From an optimization exercise on the open Yosys and OpenROAD flow, aimed at small area, a short achievable clock period and few clock cycles per item; shortcuts taken in it are not production practice. RTL that was checked went through simulation tests only; none was proved equivalent to the original. No activity file was given, so power comes from the tool's default toggle rates.

==> run a <==
==> flow/design.v (excerpt) <==
module alu_unit (
  input  logic        clk,
  input  logic        rst,
  input  logic        bus_cyc,
  input  logic        bus_stb,
  input  logic        bus_we,
  input  logic [2:0]  bus_adr,
  input  logic [63:0] bus_wdata,
  output logic        bus_ack,
  output logic [63:0] bus_rdata
);
==> module alu_unit, before the edit <==
module alu_unit (
  input  logic        clk,
  input  logic        rst,
  input  logic        bus_cyc,
  input  logic        bus_stb,
  input  logic        bus_we,
  input  logic [2:0]  bus_adr,
  input  logic [63:0] bus_wdata,
  output logic        bus_ack,
  output logic [63:0] bus_rdata
);
  logic [63:0] s_q;
  logic [63:0] t_q;
  logic        c_valid;
  logic [3:0]  c_op;
  logic [1:0]  c_w;
  logic        c_use_imm;
  logic [31:0] c_imm;
  logic [63:0] q_d  [4];
  logic [4:0]  q_f  [4];
  logic [1:0]  wr_ptr;
  logic [1:0]  rd_ptr;
  logic [2:0]  count;
  logic [4:0]  chain;
  logic [4:0]  last_f;
  logic        pres;
  logic        rd_res;
  logic        wr_acc;
  logic        rd_acc;
  assign pres    = bus_cyc && bus_stb;
  assign rd_res  = !bus_we && (bus_adr == 3'd3);
  assign bus_ack = pres && !(rd_res && (count == 3'd0));
  assign wr_acc  = pres && bus_we;
  assign rd_acc  = pres && rd_res && (count != 3'd0);
  always_comb begin
    case (bus_adr)
      3'd0:    bus_rdata = s_q;
      3'd1:    bus_rdata = t_q;
      3'd3:    bus_rdata = q_d[rd_ptr];
      3'd4:    bus_rdata = {52'd0, last_f[4], 3'd0, last_f[3], last_f[2], 3'd0, last_f[1], 1'b0, last_f[0]};
      default: bus_rdata = '0;
    endcase
  end
  logic [63:0] t_e;
  logic [63:0] tx;
  logic        sub;
  logic        arith;
  logic        keep;
  logic        cin;
  logic [64:0] sum;
  logic [63:0] carries;
  logic        c_hi;
  logic        c_lo;
  logic [63:0] raw;
  logic [63:0] r;
  logic [63:0] mask;
  logic [63:0] zc;
  logic        zf_add;
  logic        zf_log;
  logic [4:0]  f_new;
  assign t_e   = c_use_imm ? {{32{c_imm[31]}}, c_imm} : t_q;
  assign sub   = (c_op == 4'd1) || (c_op == 4'd3) || (c_op == 4'd9);
  assign arith = (c_op <= 4'd3) || (c_op == 4'd9);
  assign keep  = (c_op == 4'd8) || (c_op >= 4'd11);
  assign cin   = sub ^ ((c_op[3:1] == 3'd1) && chain[0]);
  assign tx    = sub ? ~t_e : t_e;
  logic [63:0] pp;
  logic [63:0] gg;
  logic [63:0] gk [7];
  logic [63:0] pk [7];
  assign pp = s_q ^ tx;
  assign gg = s_q & tx;
  assign gk[0] = {gg[63:1], gg[0] | (pp[0] & cin)};
  assign pk[0] = pp;
  for (genvar l = 0; l < 6; l++) begin : g_ks
    for (genvar i = 0; i < 64; i++) begin : g_bit
      if (i >= (1 << l)) begin : g_op
        assign gk[l+1][i] = gk[l][i] | (pk[l][i] & gk[l][i - (1 << l)]);
        assign pk[l+1][i] = pk[l][i] & pk[l][i - (1 << l)];
      end else begin : g_pass
        assign gk[l+1][i] = gk[l][i];
        assign pk[l+1][i] = pk[l][i];
      end
    end
  end
  assign carries = {gk[6][62:0], cin};
  assign sum     = {gk[6][63], pp ^ carries};
  always_comb begin
    case (c_w)
      2'd0:    begin mask = 64'h0000_0000_0000_00ff; c_hi = carries[8];  c_lo = carries[7];  end
      2'd1:    begin mask = 64'h0000_0000_0000_ffff; c_hi = carries[16]; c_lo = carries[15]; end
      2'd2:    begin mask = 64'h0000_0000_ffff_ffff; c_hi = carries[32]; c_lo = carries[31]; end
      default: begin mask = '1;                      c_hi = sum[64];     c_lo = carries[63]; end
    endcase
  end
  assign zc = pp ^ {pp[62:0] | gg[62:0], cin};
  assign zf_add = ((zc & mask) == '0);
  always_comb begin
    case (c_op)
      4'd0, 4'd1, 4'd2, 4'd3, 4'd9: raw = sum[63:0];
      4'd4, 4'd10:                  raw = gg;
      4'd5:                         raw = pp | gg;
      4'd6:                         raw = pp;
      4'd7:                         raw = s_q << t_e[5:0];
      default:                      raw = t_e;
    endcase
  end
  assign r      = raw & mask;
  assign zf_log = (r == '0);
  always_comb begin
    logic sf;
    case (c_w)
      2'd0:    sf = raw[7];
      2'd1:    sf = raw[15];
      2'd2:    sf = raw[31];
      default: sf = raw[63];
    endcase
    if (keep) begin
      f_new = chain;
    end else begin
      f_new[0] = arith && (c_hi ^ sub);
      f_new[1] = ~^raw[7:0];
      f_new[2] = arith ? zf_add : zf_log;
      f_new[3] = sf;
      f_new[4] = arith && (c_hi ^ c_lo);
    end
  end
  always_ff @(posedge clk) begin
    if (rst) begin
      c_valid <= 1'b0;
      wr_ptr  <= '0;
      rd_ptr  <= '0;
      count   <= '0;
      chain   <= '0;
      last_f  <= '0;
    end else begin
      c_valid <= wr_acc && (bus_adr == 3'd2);
      if (c_valid) begin
        wr_ptr <= wr_ptr + 2'd1;
        chain  <= f_new;
      end
      if (rd_acc) begin
        rd_ptr <= rd_ptr + 2'd1;
        last_f <= q_f[rd_ptr];
      end
      count <= count + {2'd0, c_valid} - {2'd0, rd_acc};
    end
  end
  always_ff @(posedge clk) begin
    if (wr_acc && bus_adr == 3'd0) s_q <= bus_wdata;
    if (wr_acc && bus_adr == 3'd1) t_q <= bus_wdata;
    if (wr_acc && bus_adr == 3'd2) begin
      c_op      <= bus_wdata[3:0];
      c_w       <= bus_wdata[5:4];
      c_use_imm <= bus_wdata[6];
      c_imm     <= bus_wdata[38:7];
    end
    if (c_valid) begin
      q_d[wr_ptr] <= ((c_op == 4'd9) || (c_op == 4'd10)) ? 64'd0 : r;
      q_f[wr_ptr] <= f_new;
    end
  end
endmodule
clock: 5.5 ns
lec_check: 0
abc_clock_period_in_ps: 3000
cap_margin: 20
core_margin: 2
core_utilization: 40
setup_slack_margin: 2.5
slew_margin: 20
run.sh (not shown) runs the stock make flow with config.mk's settings and CLKGATE_MAP_FILE= SYNTH_SCRIPT=/design/flow/synth_recipe.tcl, a recipe that flattens the netlist after the stock synthesis.
==> inputs of run b, as changes to run a <==
--- a/flow/design.v
+++ b/flow/design.v
@@ -72,25 +72,6 @@
   assign cin   = sub ^ ((c_op[3:1] == 3'd1) && chain[0]);
   assign tx    = sub ? ~t_e : t_e;
-  logic [63:0] pp;
-  logic [63:0] gg;
-  logic [63:0] gk [7];
-  logic [63:0] pk [7];
-  assign pp = s_q ^ tx;
-  assign gg = s_q & tx;
-  assign gk[0] = {gg[63:1], gg[0] | (pp[0] & cin)};
-  assign pk[0] = pp;
-  for (genvar l = 0; l < 6; l++) begin : g_ks
-    for (genvar i = 0; i < 64; i++) begin : g_bit
-      if (i >= (1 << l)) begin : g_op
-        assign gk[l+1][i] = gk[l][i] | (pk[l][i] & gk[l][i - (1 << l)]);
-        assign pk[l+1][i] = pk[l][i] & pk[l][i - (1 << l)];
-      end else begin : g_pass
-        assign gk[l+1][i] = gk[l][i];
-        assign pk[l+1][i] = pk[l][i];
-      end
-    end
-  end
-  assign carries = {gk[6][62:0], cin};
-  assign sum     = {gk[6][63], pp ^ carries};
+  assign sum   = {1'b0, s_q} + {1'b0, tx} + {64'd0, cin};
+  assign carries = sum[63:0] ^ s_q ^ tx;
   always_comb begin
     case (c_w)
@@ -101,12 +82,12 @@
     endcase
   end
-  assign zc = pp ^ {pp[62:0] | gg[62:0], cin};
+  assign zc = (s_q ^ tx) ^ {s_q[62:0] | tx[62:0], cin};
   assign zf_add = ((zc & mask) == '0);
   always_comb begin
     case (c_op)
       4'd0, 4'd1, 4'd2, 4'd3, 4'd9: raw = sum[63:0];
-      4'd4, 4'd10:                  raw = gg;
-      4'd5:                         raw = pp | gg;
-      4'd6:                         raw = pp;
+      4'd4, 4'd10:                  raw = s_q & t_e;
+      4'd5:                         raw = s_q | t_e;
+      4'd6:                         raw = s_q ^ t_e;
       4'd7:                         raw = s_q << t_e[5:0];
       default:                      raw = t_e;
ABC_CLOCK_PERIOD_IN_PS = default   (was 3000)
SETUP_SLACK_MARGIN = default   (was 2.5)
==> qor summary <==
	run a	run b
Status	failed layout checks	no timing/DRC/antenna violations
Reasons for failing layout checks	setup timing	-
Critical register-to-register path endpoint	q_f[3][2]	q_f[2][2]
Non-clock buffer contribution to total cell area	17.15%	16.32%
Signed area change from the synthesized netlist to the final layout	34.38%	29.02%
Reg2reg setup slack	-0.22 ns	0.15 ns
Via count of the first global-routing pass	29820	32290
Power attributed to combinational cells	0.00111 W	0.00115 W
Effective utilization at floorplan	40.26%	40.32%
Detail Placement HPWL	114800 µm	128600 µm
Post-route setup slack	-0.2194 ns	0.1496 ns
R2R cell count	25	24
Share of synthesized area occupied by flip-flops and latches	42.39%	39.23%
Synth Cell Area	32330 µm²	34930 µm²
Cell occurring most often along the worst timing path	buf_6	buf_4
Post-synthesis adder-cell area fraction	5.527%	9.701%
Testbench counts of run b, summed over its fixed seeds: cycles 11,245, ops 3,200.
For run a, only the layout was checked, not whether the RTL still works.

-- afterwards: timing with drivers on the ports --
How much do the figures lean on ideal ports? The routed layouts below were timed once more, with nothing changed but the port constraints.
Step 1 (the two cells are an assumption about what drives the block):
set clk [get_ports {clk}]
set_driving_cell -lib_cell sky130_fd_sc_hd__clkbuf_16 $clk
set_driving_cell -lib_cell sky130_fd_sc_hd__buf_2 [delete_from_list [all_inputs] $clk]
Step 2, shift: input delay + t, output delay - t, t = (earliest + latest rising clock arrival at the registers) / 2. This alone moves slack from input paths to output paths.
Slacks: no drivers / after step 1 / after step 2; pairs: no drivers / after step 1.
run	t, ns	setup WS [ns]	slew at the worst register clock pin (ns)
run a	0.672	-0.219 / -0.219 / -0.219	0.07 / 0.07
run b	0.644	0.150 / 0.150 / 0.150	0.07 / 0.07
